Source: an optimization exercise on an open RTL-to-GDS flow (aim: small area, a short achievable clock period and few clock cycles). Production flows keep margins and buffers that such runs may drop.
Function was checked by simulation only, so behaviour that the tests miss may differ from the original.
Power is estimated from default activity; no workload was simulated.

--- flow/run.sh ---
#!/bin/bash
# synth_recipe.tcl (not shown) runs the flow's synth.tcl, then flattens the netlist and writes it again
# the make line also repeats each setting of config.mk as NAME=value (left out here)
make -C /OpenROAD-flow-scripts/flow DESIGN_CONFIG=/design/flow/config.mk WORK_HOME=/design/flow/orfs CLKGATE_MAP_FILE= SYNTH_SCRIPT=/design/flow/synth_recipe.tcl finish
--- flow/config.mk ---
export PLATFORM = sky130hd
export DESIGN_NAME = fft_top
export DESIGN_NICKNAME = fft_top
export VERILOG_FILES = /design/flow/design.v
export SDC_FILE = /design/flow/constraint.sdc
export NUM_CORES = 4
export LEC_CHECK = 0
export CAP_MARGIN = 20
export CORE_MARGIN = 2
export CORE_UTILIZATION = 40
export SLEW_MARGIN = 20
--- flow/constraint.sdc ---
create_clock -name core_clock -period 12.0 [get_ports {clk}]
set_input_delay 2.4000 -clock core_clock [delete_from_list [all_inputs] [get_ports {clk}]]
set_output_delay 2.4000 -clock core_clock [all_outputs]
set_load 0.01 [all_outputs]
--- flow/design.v ---
package fft_pkg;
    typedef logic signed [12-1:0] part_t;
    typedef logic [2*12-1:0] sample_t;
    typedef logic [3-1:0] bin_t;
    function automatic logic signed [12-1:0] re_of(input logic [2*12-1:0] s);
        re_of = s[2*12-1:12];
    endfunction
    function automatic logic signed [12-1:0] im_of(input logic [2*12-1:0] s);
        im_of = s[12-1:0];
    endfunction
    function automatic logic [2*12-1:0] pack_sample(input logic signed [12-1:0] re,
                                                             input logic signed [12-1:0] im);
        pack_sample = {re, im};
    endfunction
endpackage
`timescale 1ns/1ps
module fft_delay_line #(
    parameter int  WIDTH     = 1,
    parameter int  DEPTH     = 1
) (
    input  logic     clk,
    input  logic     rstn,
    input  logic     tick_i,
    input  logic [WIDTH-1:0] d_i,
    output logic [WIDTH-1:0] q_o
);
    logic [WIDTH-1:0] sr_q [DEPTH];
    always_ff @(posedge clk) begin
        if (!rstn) begin
            for (int i = 0; i < DEPTH; i++) begin
                sr_q[i] <= '0;
            end
        end else if (tick_i) begin
            sr_q[0] <= d_i;
            for (int i = 1; i < DEPTH; i++) begin
                sr_q[i] <= sr_q[i-1];
            end
        end
    end
    assign q_o = sr_q[DEPTH-1];
endmodule
`timescale 1ns/1ps
module fft_twiddle_mult #(
    parameter int STRIDE = 1
) (
    input  logic             clk,
    input  logic             rstn,
    input  logic             tick_i,
    input  logic [1:0]       idx_i,
    input  fft_pkg::sample_t d_i,
    output fft_pkg::sample_t q_o
);
    localparam int PROD_W = 2 * 12;
    localparam logic signed [PROD_W-1:0] HALF_LSB = PROD_W'(1) << (10 - 1);
    localparam fft_pkg::part_t W1_RE = 724;
    localparam fft_pkg::part_t W3_RE = -724;
    localparam fft_pkg::part_t WX_IM = (-724);
    logic [1:0]               pow;
    fft_pkg::part_t           a_re;
    fft_pkg::part_t           a_im;
    fft_pkg::part_t           w_re;
    logic signed [PROD_W-1:0] acc_re;
    logic signed [PROD_W-1:0] acc_im;
    logic signed [PROD_W-1:0] rnd_re;
    logic signed [PROD_W-1:0] rnd_im;
    fft_pkg::sample_t         nxt;
    assign pow  = 2'(idx_i * STRIDE);
    assign a_re = fft_pkg::re_of(d_i);
    assign a_im = fft_pkg::im_of(d_i);
    assign w_re = pow[1] ? W3_RE : W1_RE;
    assign acc_re = a_re * w_re - a_im * WX_IM;
    assign acc_im = a_re * WX_IM + a_im * w_re;
    assign rnd_re = (acc_re + HALF_LSB) >>> 10;
    assign rnd_im = (acc_im + HALF_LSB) >>> 10;
    always_comb begin
        case (pow)
            2'd0:    nxt = d_i;
            2'd2:    nxt = fft_pkg::pack_sample(a_im, -a_re);
            default: nxt = fft_pkg::pack_sample(rnd_re[12-1:0],
                                                rnd_im[12-1:0]);
        endcase
    end
    always_ff @(posedge clk) begin
        if (!rstn) begin
            q_o <= '0;
        end else if (tick_i) begin
            q_o <= nxt;
        end
    end
endmodule
`timescale 1ns/1ps
module fft_sdf_stage #(
    parameter int DEPTH = 4
) (
    input  logic             clk,
    input  logic             rstn,
    input  logic             tick_i,
    input  fft_pkg::sample_t d_i,
    input  logic             valid_i,
    output fft_pkg::sample_t q_o,
    output logic             valid_o
);
    localparam int CNT_W = $clog2(2 * DEPTH);
    localparam int PW    = 12;
    logic [CNT_W-1:0]  cnt_q;
    logic              started_q;
    logic              second_half;
    logic              valid_dly;
    logic signed [PW:0] sum_re;
    logic signed [PW:0] sum_im;
    logic signed [PW:0] dif_re;
    logic signed [PW:0] dif_im;
    fft_pkg::sample_t  sum_s;
    fft_pkg::sample_t  dif_s;
    fft_pkg::sample_t  fb_in;
    fft_pkg::sample_t  fb_out;
    always_ff @(posedge clk) begin
        if (!rstn) begin
            cnt_q     <= '0;
            started_q <= 1'b0;
        end else if (tick_i && (started_q || valid_i)) begin
            cnt_q     <= cnt_q + CNT_W'(1);
            started_q <= 1'b1;
        end
    end
    assign second_half = cnt_q[CNT_W-1];
    assign sum_re = fft_pkg::re_of(d_i) + fft_pkg::re_of(fb_out);
    assign sum_im = fft_pkg::im_of(d_i) + fft_pkg::im_of(fb_out);
    assign dif_re = fft_pkg::re_of(fb_out) - fft_pkg::re_of(d_i);
    assign dif_im = fft_pkg::im_of(fb_out) - fft_pkg::im_of(d_i);
    assign sum_s = fft_pkg::pack_sample(sum_re[PW:1], sum_im[PW:1]);
    assign dif_s = fft_pkg::pack_sample(dif_re[PW:1], dif_im[PW:1]);
    assign q_o     = second_half ? sum_s : fb_out;
    assign fb_in   = second_half ? dif_s : d_i;
    assign valid_o = second_half ? valid_i : valid_dly;
    generate
        if (DEPTH > 1) begin : g_twiddle
            localparam int IDX_W = $clog2(DEPTH);
            logic [1:0]       tw_idx;
            fft_pkg::sample_t tw_q;
            assign tw_idx = second_half ? 2'(cnt_q[IDX_W-1:0]) : 2'd0;
            fft_twiddle_mult #(
                .STRIDE(8 / (2 * DEPTH))
            ) u_twiddle (
                .clk   (clk),
                .rstn  (rstn),
                .tick_i(tick_i),
                .idx_i (tw_idx),
                .d_i   (fb_in),
                .q_o   (tw_q)
            );
            fft_delay_line #(
                .WIDTH(2*12),
                .DEPTH    (DEPTH - 1)
            ) u_fb_delay (
                .clk   (clk),
                .rstn  (rstn),
                .tick_i(tick_i),
                .d_i   (tw_q),
                .q_o   (fb_out)
            );
        end else begin : g_plain
            fft_delay_line #(
                .WIDTH(2*12),
                .DEPTH    (DEPTH)
            ) u_fb_delay (
                .clk   (clk),
                .rstn  (rstn),
                .tick_i(tick_i),
                .d_i   (fb_in),
                .q_o   (fb_out)
            );
        end
    endgenerate
    fft_delay_line #(
        .WIDTH(1),
        .DEPTH    (DEPTH)
    ) u_valid_delay (
        .clk   (clk),
        .rstn  (rstn),
        .tick_i(tick_i),
        .d_i   (valid_i),
        .q_o   (valid_dly)
    );
endmodule
`timescale 1ns/1ps
module fft_ctrl (
    input  logic             clk,
    input  logic             rstn,
    input  logic             in_req_i,
    input  fft_pkg::sample_t in_data_i,
    input  logic             in_last_i,
    output logic             in_ack_o,
    output logic             out_req_o,
    output fft_pkg::sample_t out_data_o,
    output fft_pkg::bin_t    out_bin_o,
    input  logic             out_ack_i,
    output logic             tick_o,
    output fft_pkg::sample_t feed_data_o,
    output logic             feed_valid_o,
    input  fft_pkg::sample_t res_data_i,
    input  logic             res_valid_i
);
    localparam int OWED_W = 3 + 2;
    logic [3-1:0] slot_q;
    logic                  in_frame_q;
    logic [OWED_W-1:0]     owed_q;
    fft_pkg::bin_t         res_cnt_q;
    fft_pkg::bin_t         bin_rev;
    logic                  out_free;
    logic                  req_new;
    logic                  slot_zero;
    logic                  accept;
    logic                  flush;
    logic                  res_take;
    assign out_free  = !out_req_o && !out_ack_i;
    assign req_new   = in_req_i && !in_ack_o;
    assign slot_zero = (slot_q == '0);
    assign accept = out_free && req_new && (in_frame_q || slot_zero);
    assign flush = !in_frame_q && (owed_q != '0 || !slot_zero) && !(req_new && slot_zero);
    assign tick_o   = accept || (out_free && flush);
    assign res_take = tick_o && res_valid_i;
    always_comb begin
        for (int i = 0; i < 3; i++) begin
            bin_rev[i] = res_cnt_q[3-1-i];
        end
    end
    always_ff @(posedge clk) begin
        if (!rstn) begin
            slot_q     <= '0;
            in_frame_q <= 1'b0;
            owed_q     <= '0;
        end else if (tick_o) begin
            slot_q <= slot_q + 1'b1;
            if (accept) begin
                in_frame_q <= !in_last_i;
            end
            owed_q <= owed_q
                      + ((accept && in_last_i) ? OWED_W'(8) : OWED_W'(0))
                      - (res_valid_i ? OWED_W'(1) : OWED_W'(0));
        end
    end
    always_ff @(posedge clk) begin
        if (!rstn) begin
            in_ack_o <= 1'b0;
        end else if (accept) begin
            in_ack_o <= 1'b1;
        end else if (in_ack_o && !in_req_i) begin
            in_ack_o <= 1'b0;
        end
    end
    always_ff @(posedge clk) begin
        if (!rstn) begin
            feed_data_o  <= '0;
            feed_valid_o <= 1'b0;
        end else if (tick_o) begin
            feed_data_o  <= accept ? in_data_i : '0;
            feed_valid_o <= accept;
        end
    end
    always_ff @(posedge clk) begin
        if (!rstn) begin
            out_req_o <= 1'b0;
            res_cnt_q <= '0;
        end else if (res_take) begin
            out_req_o <= 1'b1;
            res_cnt_q <= res_cnt_q + 1'b1;
        end else if (out_req_o && out_ack_i) begin
            out_req_o <= 1'b0;
        end
    end
    always_ff @(posedge clk) begin
        if (res_take) begin
            out_data_o <= res_data_i;
            out_bin_o  <= bin_rev;
        end
    end
endmodule
`timescale 1ns/1ps
module fft_top (
    input  logic             clk,
    input  logic             rstn,
    input  logic             in_req_i,
    input  fft_pkg::sample_t in_data_i,
    input  logic             in_last_i,
    output logic             in_ack_o,
    output logic             out_req_o,
    output fft_pkg::sample_t out_data_o,
    output fft_pkg::bin_t    out_bin_o,
    input  logic             out_ack_i
);
    logic             tick;
    fft_pkg::sample_t feed_data;
    logic             feed_valid;
    fft_pkg::sample_t s1_data;
    logic             s1_valid;
    fft_pkg::sample_t s2_in_data;
    logic             s2_in_valid;
    fft_pkg::sample_t s2_data;
    logic             s2_valid;
    fft_pkg::sample_t s3_in_data;
    logic             s3_in_valid;
    fft_pkg::sample_t res_data;
    logic             res_valid;
    fft_ctrl u_ctrl (
        .clk(clk), .rstn(rstn),
        .in_req_i(in_req_i), .in_data_i(in_data_i), .in_last_i(in_last_i),
        .in_ack_o(in_ack_o),
        .out_req_o(out_req_o), .out_data_o(out_data_o), .out_bin_o(out_bin_o),
        .out_ack_i(out_ack_i),
        .tick_o(tick), .feed_data_o(feed_data), .feed_valid_o(feed_valid),
        .res_data_i(res_data), .res_valid_i(res_valid)
    );
    fft_sdf_stage #(.DEPTH(4)) u_stage1 (
        .clk(clk), .rstn(rstn), .tick_i(tick),
        .d_i(feed_data), .valid_i(feed_valid), .q_o(s1_data), .valid_o(s1_valid)
    );
    fft_delay_line #(.WIDTH(2*12), .DEPTH(1)) u_hop12_data (
        .clk(clk), .rstn(rstn), .tick_i(tick), .d_i(s1_data), .q_o(s2_in_data)
    );
    fft_delay_line #(.WIDTH(1), .DEPTH(1)) u_hop12_valid (
        .clk(clk), .rstn(rstn), .tick_i(tick), .d_i(s1_valid), .q_o(s2_in_valid)
    );
    fft_sdf_stage #(.DEPTH(2)) u_stage2 (
        .clk(clk), .rstn(rstn), .tick_i(tick),
        .d_i(s2_in_data), .valid_i(s2_in_valid), .q_o(s2_data), .valid_o(s2_valid)
    );
    fft_delay_line #(.WIDTH(2*12), .DEPTH(1)) u_hop23_data (
        .clk(clk), .rstn(rstn), .tick_i(tick), .d_i(s2_data), .q_o(s3_in_data)
    );
    fft_delay_line #(.WIDTH(1), .DEPTH(1)) u_hop23_valid (
        .clk(clk), .rstn(rstn), .tick_i(tick), .d_i(s2_valid), .q_o(s3_in_valid)
    );
    fft_sdf_stage #(.DEPTH(1)) u_stage3 (
        .clk(clk), .rstn(rstn), .tick_i(tick),
        .d_i(s3_in_data), .valid_i(s3_in_valid), .q_o(res_data), .valid_o(res_valid)
    );
endmodule
==> reports/qor.csv <==
metric;value;unit
status;timing/DRC/antenna clean;
input/output buffers;57;
Reg2Reg Depth;47;
placed insts;4737;
Longest Clk Path Bufs;3;
WL met1;40600;um
WL met2;38400;um
register area share after synthesis;20.1;%
die height;283;um
highest metal used;met4;
Root Buffer;clkbuf_16;
Setup CP Type;flop to flop;
Crit path largest cell delay;0.55;ns
I/O pin cnt;58;
Internal Power;4270;uW
area share of the largest cell type after synthesis;18.3;%
Mapped Area;31200;um^2
Setup-failing EPs final;0;
Tot GR Track Use;21.2;%
HP Class;flop to flop;
Switch Pwr;4050;uW
RSZ-0062 raised after global routing;false;
metal3 WL;4360;um
CTS tree;built;
critical path's slowest cell;fa_1;
EDFF count, synth;27;
clock latency (worst-skew pair);0.58;ns
num rows;102;
crit end category;flop;
Synth Register Bits;300;
number of synthesis warnings;16;
Required @ worst endpoint;12.50;ns
Slew Limit Fails;0;
Initial Utilization;40.4;%
DRC;0;
post-route ant nets;0;
Synth Flop Type;dfxtp_1;
data arrival time of the worst path;11.84;ns
dominant cell type by area after synthesis;ha_1;
die area;80400;um^2
layout cell share with drive strength beyond 1;4.38;%
Switching Share;48.7;%
hold-critical path depth;2;
DRT Pass-1 Iters;5;
Clock Sink Count;300;
H-tree levels;2;
vias per cell;5.18;
initial antenna violation count;0;
total leakage power;0.0154;uW
clock period minus worst slack;11.34;ns
antenna diode count;0;
Die X;283;um
largest net degree at the start of global routing;152;
final hold vios;0;
IR Drop Worst-Case VDD;0.000374;V
Seq pwr share;14.5;%
synth top area cells;ha_1, dfxtp_1, fa_1;
syn avg cell area;8.31;um^2
Final nets;4464;
Mapped Cells;3760;
power per cell area;244;nW/um^2
post-DP HPWL;66200;um
fin cells;4805;
vias in the first global route;24154;
clock slew at reported path FFs;0.08;ns
Final Util;44.1;%
clock share of power;13.5;%
drt total wl;85300;um
Worst-Margin Slew;1.13;ns
Syn-to-layout area delta;9.19;%
Clock Skews;0.0409;ns
post-route clock period utilization;94.5;%
setup ws final;0.663;ns
Initial DRC Count;1607;
GPL Wtd Cong;0.913;
total congestion overflow;0;
CP max FO;7;
pre-CTS setup slack;0.432;ns
Comb pwr share;72.0;%
WL per Instance;17.8;um
element type at the critical path start;flop;
MaxCap Viol Count;0;
core area;77300;um^2
Vias;24876;
max frequency;88.2;MHz
first-pass GRT wire length;137000;um
Fin Setup TNS;0;ns
Netlist cell types;85;
TritonCTS Buffers;37;
Relative slew margins;24.4;%
Async SR Flop Fraction;0;%
[per-layer routing]
layer	vias to the layer above	global-route usage (%)
met2	508	33.8
met5	-	0
met1	11933	30.3
li1	12346	-
met3	89	2.77
met4	0	5.28
[power by group through the flow]
stage	clock (uW)	combinational, uW	sequential [uW]
final	1120	5990	1200
after floorplan	0	4560	1200
after global routing	1190	6850	1220
after CTS	1160	6010	1200
after global placement	0	5890	1220
after detailed placement	0	5920	1230
[cells in the mapped netlist, types with 33 or more instances]
master,number
inv_1,537
nand2_1,466
ha_1,457
a21oi_1,354
dfxtp_1,273
nor2_1,272
fa_1,241
xnor2_1,179
clkbuf_1,150
o21ai_0,108
nand3_1,57
mux2i_1,51
a211oi_1,45
a21o_1,37
o211ai_1,37
nor3_1,36
o21bai_1,33
xor2_1,33
[flip-flops by register name, indices dropped and copies added, names as in the netlist, 2 cells and up]
| signal | count |
|---|---|
| u_stage1.cnt_q | 3 |
| u_stage2.cnt_q | 2 |
| u_ctrl.res_cnt_q | 3 |
| u_stage2.g_twiddle.u_fb_delay.sr_q | 24 |
| u_ctrl.slot_q | 3 |
| u_stage1.g_twiddle.u_twiddle.q_o | 24 |
| u_ctrl.out_bin_o | 3 |
| u_hop12_data.sr_q | 24 |
| u_ctrl.owed_q | 5 |
| u_hop23_data.sr_q | 24 |
| u_stage1.u_valid_delay.sr_q | 4 |
| u_ctrl.feed_data_o | 24 |
| u_stage1.g_twiddle.u_fb_delay.sr_q | 72 |
| u_ctrl.out_data_o | 24 |
| u_stage2.g_twiddle.u_twiddle.q_o | 24 |
| u_stage2.u_valid_delay.sr_q | 2 |
| u_stage3.g_plain.u_fb_delay.sr_q | 24 |
[worst max-delay path, delay by kind of cell, from the launching register on]
family          cells  cell delay, ns
buf+inv             7            0.51
simple gates        5            0.78
compound gates     13            2.42
flops               1            0.36
xor+xnor            8            1.38
fa+ha+maj          13            5.44
mux                 1            0.36
[kinds of logic (layout without fill, tap and decap cells)]
kind of cell             Yosys count  count (layout)  synth area share (%)
AND/OR/NAND/NOR                  983             983                  13.6
AO/OA/AOI/OAI                    778             778                  15.5
adder cells (fa/ha/maj)          698             698                  33.7
other                              2              10                0.0240
multiplexers                      61              61                  2.10
XOR/XNOR                         215             215                  6.18
buffers and inverters            723             720                  8.78
flip-flops                       300             300                  20.1
[through the flow]
step / power [uW] / hold WS, ns / cell area (um^2)
global route: 9260 / 0.462 / 34100
detailed placement: 7150 / 0.443 / 32900
finish: 8320 / 0.435 / 34100
floorplan: 5770 / 0.425 / 31300
CTS: 8380 / 0.426 / 34100
global placement: 7110 / 0.438 / 32900
[path summary, 6_finish.rpt]
| kind | startpoint | end | slack [ns] |
|---|---|---|---|
| max reg2reg | u_ctrl.feed_data_o[2] | u_stage1.g_twiddle.u_twiddle.q_o[23] | 0.66 |
| min | u_stage2.g_twiddle.u_twiddle.q_o[7] | u_stage2.g_twiddle.u_fb_delay.sr_q[0][7] | 0.43 |
| min reg2reg | u_stage2.g_twiddle.u_twiddle.q_o[7] | u_stage2.g_twiddle.u_fb_delay.sr_q[0][7] | 0.43 |
| max | u_ctrl.feed_data_o[2] | u_stage1.g_twiddle.u_twiddle.q_o[23] | 0.66 |
[cells in the final DEF (no fill, tap or decap), types with 23 or more instances in the layout]
cell type | Yosys | layout
dfxtp_1 | 273 | 270
mux2i_1 | 51 | 50
nand2b_1 | 26 | 26
inv_1 | 537 | 537
o21a_1 | 23 | 23
nand2_1 | 466 | 465
a21o_1 | 37 | 37
o21bai_1 | 33 | 33
o21ai_0 | 108 | 106
fa_1 | 241 | 241
ha_1 | 457 | 457
buf_4 | 1 | 52
nor3_1 | 36 | 36
edfxtp_1 | 27 | 27
nand3_1 | 57 | 57
xor2_1 | 33 | 33
a211oi_1 | 45 | 45
xnor2_1 | 179 | 178
clkdlybuf4s50_1 | 0 | 57
a21oi_1 | 354 | 353
clkbuf_16 | 0 | 38
nor2_1 | 272 | 271
o211ai_1 | 37 | 37
[timing repair]
action                                  in CTS  in global routing
hold buffers                                 0                  0
endpoints found under the setup margin       0                  5
hold endpoints to repair                     0                  0
resized for setup                            0                  6
setup buffers                                0                  1
[area by class of cell]
class | count | area [um^2]
clock buffer | 55 | 1070
clock inverter | 12 | 123
fill | 7753 | 43200
inverter | 543 | 2050
multi-input combinational | 2745 | 22300
sequential | 300 | 6280
tap | 1040 | 1300
timing repair buffer | 110 | 981
Testbench counts, summed over its fixed seeds: cycles 7,456.

==> static timing again, ports no longer ideal <==
No port has a modelled driver above. Below, the same layout with a new extraction and two added sets of constraints.
Step 1, drivers: a clkbuf_16 drives clk and a buf_2 each remaining input, both assumed.
Step 2 moves the port delays by t, midway between the first and last clock arrival at a register: inputs arrive t later, outputs are due t later. That takes back most of the time a late clock gives input paths.
Slacks: ideal ports / drivers / drivers and shift; pairs: ideal ports / drivers.
shift t [ns]: 0.619
slack for setup (ns): 0.663 / 0.663 / 0.663
worst setup path after step 2: register to register
After both steps this run still meets setup and hold. For this run, drivers alone change the setup slack by 0.000 ns; drivers and shift together by 0.000 ns.
